Background: an optimization exercise with open tools, aiming at small area, a short achievable clock period and few clock cycles. Do not read the settings as production practice. In this exercise RTL edits were held to simulation tests only and were not proved equivalent to the original. Power is estimated from default activity; no workload was simulated.

==> flow/design.v <==
package wr_gen_cfg_pkg;
  typedef logic [2:0] cfg_addr_t;
  typedef logic [31:0] cfg_data_t;
  typedef logic [31:0] incr_t;
  typedef logic [64-1:0] byte_mask_t;
  typedef logic [2:0] psize_t;
  typedef logic [9-1:0] wcount_t;
endpackage
package wr_gen_data_pkg;
  typedef logic [52-1:0] addr_t;
  typedef logic [32-1:0] pattern_t;
  typedef logic [9-1:0] index_t;
  typedef logic [64*8-1:0] line_t;
  typedef enum logic [1:0] {
    IDLE  = 2'd0,
    RUN   = 2'd1,
    DRAIN = 2'd2,
    DONE  = 2'd3
  } seq_state_t;
endpackage
`timescale 1ns/10ps
module wr_gen_top
(
  input  logic                      clk,
  input  logic                      reset_n,
  input  logic                      i_cfg_wr,
  input  wr_gen_cfg_pkg::cfg_addr_t  i_cfg_addr,
  input  wr_gen_cfg_pkg::cfg_data_t  i_cfg_data,
  input  logic                      i_start,
  input  wr_gen_data_pkg::addr_t     i_base_addr,
  input  wr_gen_data_pkg::pattern_t  i_start_pattern,
  input  logic                      i_wr_ready,
  output logic                      o_busy,
  output logic                      o_wr_valid,
  output wr_gen_data_pkg::addr_t     o_wr_addr,
  output wr_gen_data_pkg::line_t     o_wr_data,
  output wr_gen_cfg_pkg::byte_mask_t o_wr_strb
);
  wr_gen_cfg_pkg::incr_t     incr;
  wr_gen_cfg_pkg::cfg_data_t mask_lo_n;
  wr_gen_cfg_pkg::cfg_data_t mask_hi_n;
  wr_gen_cfg_pkg::psize_t    psize;
  wr_gen_cfg_pkg::wcount_t   wcount;
  logic                      busy;
  logic                      valid;
  wr_gen_cfg_pkg::wcount_t   left;    
  wr_gen_data_pkg::addr_t    addr;
  logic [31:0]               lane_n;  
  logic [31:0]               lane;
  logic ps1, ps2, ps4, psv;
  logic start_acc, accept, last;
  logic [31:0] lane_start;
  logic [31:0] lane_inc;
  logic [3:0]  full;
  logic [3:0]  cin;
  logic [63:0] byte_mask;
  logic [63:0] mask_n;
  assign ps1 = (psize == 3'd1);
  assign ps2 = (psize == 3'd2);
  assign ps4 = (psize == 3'd4);
  assign psv = ps1 | ps2 | ps4;
  assign start_acc = i_start && !busy;
  assign accept    = valid && i_wr_ready;
  assign last      = (left == 9'd1);
  always_ff @(posedge clk)
  begin
    if (!reset_n)
    begin
      incr    <= '0;
      mask_lo_n <= '1;
      mask_hi_n <= '1;
      psize   <= '0;
      wcount  <= '0;
    end
    else if (i_cfg_wr && !busy)
    begin
      case (i_cfg_addr)
        3'd0:    incr    <= i_cfg_data;
        3'd1: mask_lo_n <= ~i_cfg_data;
        3'd2: mask_hi_n <= ~i_cfg_data;
        3'd3:   psize   <= i_cfg_data[2:0];
        3'd4:   wcount  <= i_cfg_data[9-1:0];
        default: ;
      endcase
    end
  end
  logic [51:0] addr_inc;
  logic        c16;         
  logic        c16_next;
  logic [16:0] lo_sum;
  logic [17:0] la_sum;
  logic [16:0] mid_sum;
  logic [16:0] st_sum;
  logic [19:0] hi_inc;
  always_comb
  begin
    lo_sum  = {1'b0, addr[15:0]} + {1'b0, incr[15:0]};
    mid_sum = {1'b0, addr[31:16]} + {1'b0, incr[31:16]} + {16'd0, c16};
    hi_inc  = addr[51:32] + 20'd1;
    addr_inc = {mid_sum[16] ? hi_inc : addr[51:32], mid_sum[15:0], lo_sum[15:0]};
    la_sum   = {2'b0, addr[15:0]} + {1'b0, incr[15:0], 1'b0};
    c16_next = c16 ? la_sum[17] : (la_sum[17] | la_sum[16]);
    st_sum   = {1'b0, i_base_addr[15:0]} + {1'b0, incr[15:0]};
  end
  always_ff @(posedge clk)
  begin
    if (!reset_n)
    begin
      busy  <= 1'b0;
      valid <= 1'b0;
    end
    else if (start_acc)
    begin
      busy  <= 1'b1;
      valid <= (wcount != '0);
    end
    else
    begin
      busy  <= valid && !(accept && last);
      valid <= valid && !(accept && last);
    end
  end
  always_comb
  begin
    case (psize)
      3'd1:    lane_start = {4{i_start_pattern[7:0]}};
      3'd2:    lane_start = {2{i_start_pattern[15:0]}};
      3'd4:    lane_start = i_start_pattern;
      default: lane_start = '0;
    endcase
  end
  always_comb
  begin
    for (int j = 0; j < 4; j++)
      full[j] = &lane[8*j +: 8];
    cin[0] = 1'b1;
    cin[1] = ps1 | full[0];
    cin[2] = ps4 ? (full[0] & full[1]) : 1'b1;
    cin[3] = ps4 ? (full[0] & full[1] & full[2]) : (ps1 | full[2]);
    for (int j = 0; j < 4; j++)
      for (int k = 0; k < 8; k++)
        lane_inc[8*j+k] = lane[8*j+k] ^ (cin[j] & (&(lane[8*j +: 8] | ~(8'hff >> (8 - k)))));
  end
  always_ff @(posedge clk)
  begin
    if (start_acc)
    begin
      addr <= i_base_addr;
      c16  <= st_sum[16];
      left <= wcount;
    end
    else if (accept)
    begin
      addr <= addr_inc;
      c16  <= c16_next;
      left <= left - 1'b1;
    end
  end
  always_ff @(posedge clk)
  begin
    if (!reset_n)
      lane_n <= '1;
    else if (start_acc)
      lane_n <= ~lane_start;
    else if (accept && psv)
      lane_n <= ~lane_inc;
  end
  assign lane      = ~lane_n;
  assign mask_n    = {mask_hi_n, mask_lo_n};
  assign byte_mask = ~mask_n;
  always_comb
  begin
    for (int i = 0; i < 64; i++)
      o_wr_data[8*i +: 8] = ~({8{mask_n[i]}} | lane_n[8*(i%4) +: 8]);
  end
  assign o_busy     = busy;
  assign o_wr_valid = valid;
  assign o_wr_addr  = addr;
  assign o_wr_strb  = byte_mask;
endmodule
clock: 5.0 ns
lec_check: 0
cap_margin: 20
core_area: 5 5 260 260
cts_cluster_diameter: 100
cts_cluster_size: 20
die_area: 0 0 265 265
setup_slack_margin: 2.3
slew_margin: 20
standard.sh (not shown) runs the stock make flow with config.mk's settings and CLKGATE_MAP_FILE= SYNTH_SCRIPT=/design/flow/synth_recipe.tcl, a recipe that flattens the netlist after the stock synthesis.
==> flow/flow/run.sh <==
#!/bin/bash
# The standard layout, with the port buffers made from the smallest
# plain buffer instead of the cell buffer_ports picks by itself
set -euo pipefail
export BUFFER_PORTS_ARGS="-buffer_cell sky130_fd_sc_hd__buf_1"
bash standard.sh > standard_sh.log 2>&1
Testbench counts at the start, summed over its fixed seeds: cycles 15,876.
Change:
--- a/flow/design.v
+++ b/flow/design.v
@@ -146,5 +146,4 @@
     if (start_acc)
     begin
-      addr <= i_base_addr;
       c16  <= st_sum[16];
       left <= wcount;
@@ -152,8 +151,16 @@
     else if (accept)
     begin
-      addr <= addr_inc;
       c16  <= c16_next;
       left <= left - 1'b1;
     end
+  end
+  always_ff @(posedge clk)
+  begin
+    if (!reset_n)
+      addr <= '0;
+    else if (start_acc)
+      addr <= i_base_addr;
+    else if (accept)
+      addr <= addr_inc;
   end
   always_ff @(posedge clk)
Result: Cell area came out lower by 1.9%. Worst setup slack is better by 0.095 ns. Register-to-register slack is better by 0.09 ns. Wire length came out lower by 2.4%. Non-clock buffer count came out lower by 12. First-iteration DRC count came out higher by 24%. Cell count came out higher by about 1%. Via count came out higher by about 2.6%.
Testbench counts after the change, summed over its fixed seeds: cycles 15,876.

* * *

Setup of run E:
// wr_gen_top: RTL as listed in full above, without the edits since
==> flow/config.mk <==
export PLATFORM = sky130hd
export DESIGN_NAME = wr_gen_top
export DESIGN_NICKNAME = wr_gen_top
export VERILOG_FILES = /design/flow/design.v
export SDC_FILE = /design/flow/constraint.sdc
export NUM_CORES = 4
export LEC_CHECK = 0
export CAP_MARGIN = 20
export CORE_AREA = 5 5 260 260
export CTS_CLUSTER_DIAMETER = 100
export CTS_CLUSTER_SIZE = 20
export DIE_AREA = 0 0 265 265
export SETUP_SLACK_MARGIN = 2.4
export SLEW_MARGIN = 20
==> flow/constraint.sdc <==
create_clock -name core_clock -period 5.0 [get_ports {clk}]
set_input_delay 1.0000 -clock core_clock [delete_from_list [all_inputs] [get_ports {clk}]]
set_output_delay 1.0000 -clock core_clock [all_outputs]
set_load 0.01 [all_outputs]
Scripts as last shown in full above: flow/flow/run.sh
Per the final summary, run E finished and its layout is clean on timing, DRC and antenna.
Testbench counts of run E, summed over its fixed seeds: cycles 15,876.
diff inputs: run E => run C
--- a/flow/design.v
+++ b/flow/design.v
@@ -143,20 +143,27 @@
   end
   always_ff @(posedge clk)
   begin
     if (start_acc)
     begin
-      addr <= i_base_addr;
       c16  <= st_sum[16];
       left <= wcount;
     end
     else if (accept)
     begin
-      addr <= addr_inc;
       c16  <= c16_next;
       left <= left - 1'b1;
     end
+  end
+  always_ff @(posedge clk)
+  begin
+    if (!reset_n)
+      addr <= '0;
+    else if (start_acc)
+      addr <= i_base_addr;
+    else if (accept)
+      addr <= addr_inc;
   end
   always_ff @(posedge clk)
   begin
     if (!reset_n)
       lane_n <= '1;
==> run notes <==
- On synthesized area, the lower figure sits with run C, not run E.
- Comparing run C and run E, share of power burned in combinational logic is higher on run E.
- Summary of run C over run E: layout inverter count without the clock tree went down, count of buffering cells on the critical path with inverters included has increased.
- The lower synthesized netlist cell count came out of run E.
Testbench counts of run C, summed over its fixed seeds: cycles 15,876.

* * *

RTL: the design.v shown in full above, as it stands there.
export LEC_CHECK = 0
export CAP_MARGIN = 20
export CORE_AREA = 5 5 260 260
export CTS_CLUSTER_DIAMETER = 100
export CTS_CLUSTER_SIZE = 20
export DIE_AREA = 0 0 265 265
export SETUP_SLACK_MARGIN = 2.5
export SLEW_MARGIN = 20
create_clock -name core_clock -period 5.0 [get_ports {clk}]
Scripts as last shown in full above: flow/flow/run.sh
Testbench counts at the start, summed over its fixed seeds: cycles 15,876.
Next try:
--- a/flow/design.v
+++ b/flow/design.v
@@ -145,16 +145,23 @@
   begin
     if (start_acc)
     begin
-      addr <= i_base_addr;
       c16  <= st_sum[16];
       left <= wcount;
     end
     else if (accept)
     begin
-      addr <= addr_inc;
       c16  <= c16_next;
       left <= left - 1'b1;
     end
+  end
+  always_ff @(posedge clk)
+  begin
+    if (!reset_n)
+      addr <= '0;
+    else if (start_acc)
+      addr <= i_base_addr;
+    else if (accept)
+      addr <= addr_inc;
   end
   always_ff @(posedge clk)
   begin
Effect: Design area drops by 0.36%; non-clock buffer count is higher by 8; clock skew rose by 10 ps; sequential power falls by about 4%; core utilization shrinks by 0.10 points; setup slack got worse by 42 ps; routed wire length increases by 2.5%; worst hold slack got worse by 4.9 ps; total power came out lower by 6.8%; area after synthesis fell by 0.67%; fmax shrinks by 1.5%.
Testbench counts after the change, summed over its fixed seeds: cycles 15,876.

==> port drivers added, routing unchanged <==
Ports are ideal in the flow. The routed layouts listed here were re-timed in OpenROAD. Step 1 (the two cells are an assumption about what drives the block):
set clk [get_ports {clk}]
set_driving_cell -lib_cell sky130_fd_sc_hd__clkbuf_16 $clk
set_driving_cell -lib_cell sky130_fd_sc_hd__buf_2 [delete_from_list [all_inputs] $clk]
Step 2 moves the port delays by t, midway between the first and last clock arrival at a register: inputs arrive t later, outputs are due t later. That takes back most of the time a late clock gives input paths. a / b / c = no drivers / after step 1 / after step 2; a / b = the first two.
run	t (ns)	slack for setup (ns)	worst setup path after step 2	worst slew at a driven data input, ns	cell pins on the clock port's net
the first run of note 1	0.581	2.204 / 2.204 / 1.978	input to register	0.13	1
the second run of note 1	0.544	2.299 / 2.299 / 2.044	input to register	0.17	1
run E	0.570	2.213 / 2.213 / 1.950	input to register	0.14	1
run C	0.551	2.331 / 2.331 / 1.833	input to register	0.18	1
the first run of note 3	0.574	2.304 / 2.304 / 2.118	input to register	0.15	1
the second run of note 3	0.556	2.262 / 2.262 / 1.866	input to register	0.17	1
After both steps setup and hold are still met in every run listed. The setup slack of run C, which loses most, moves by 0.000 ns with the drivers and by -0.498 ns with both steps.
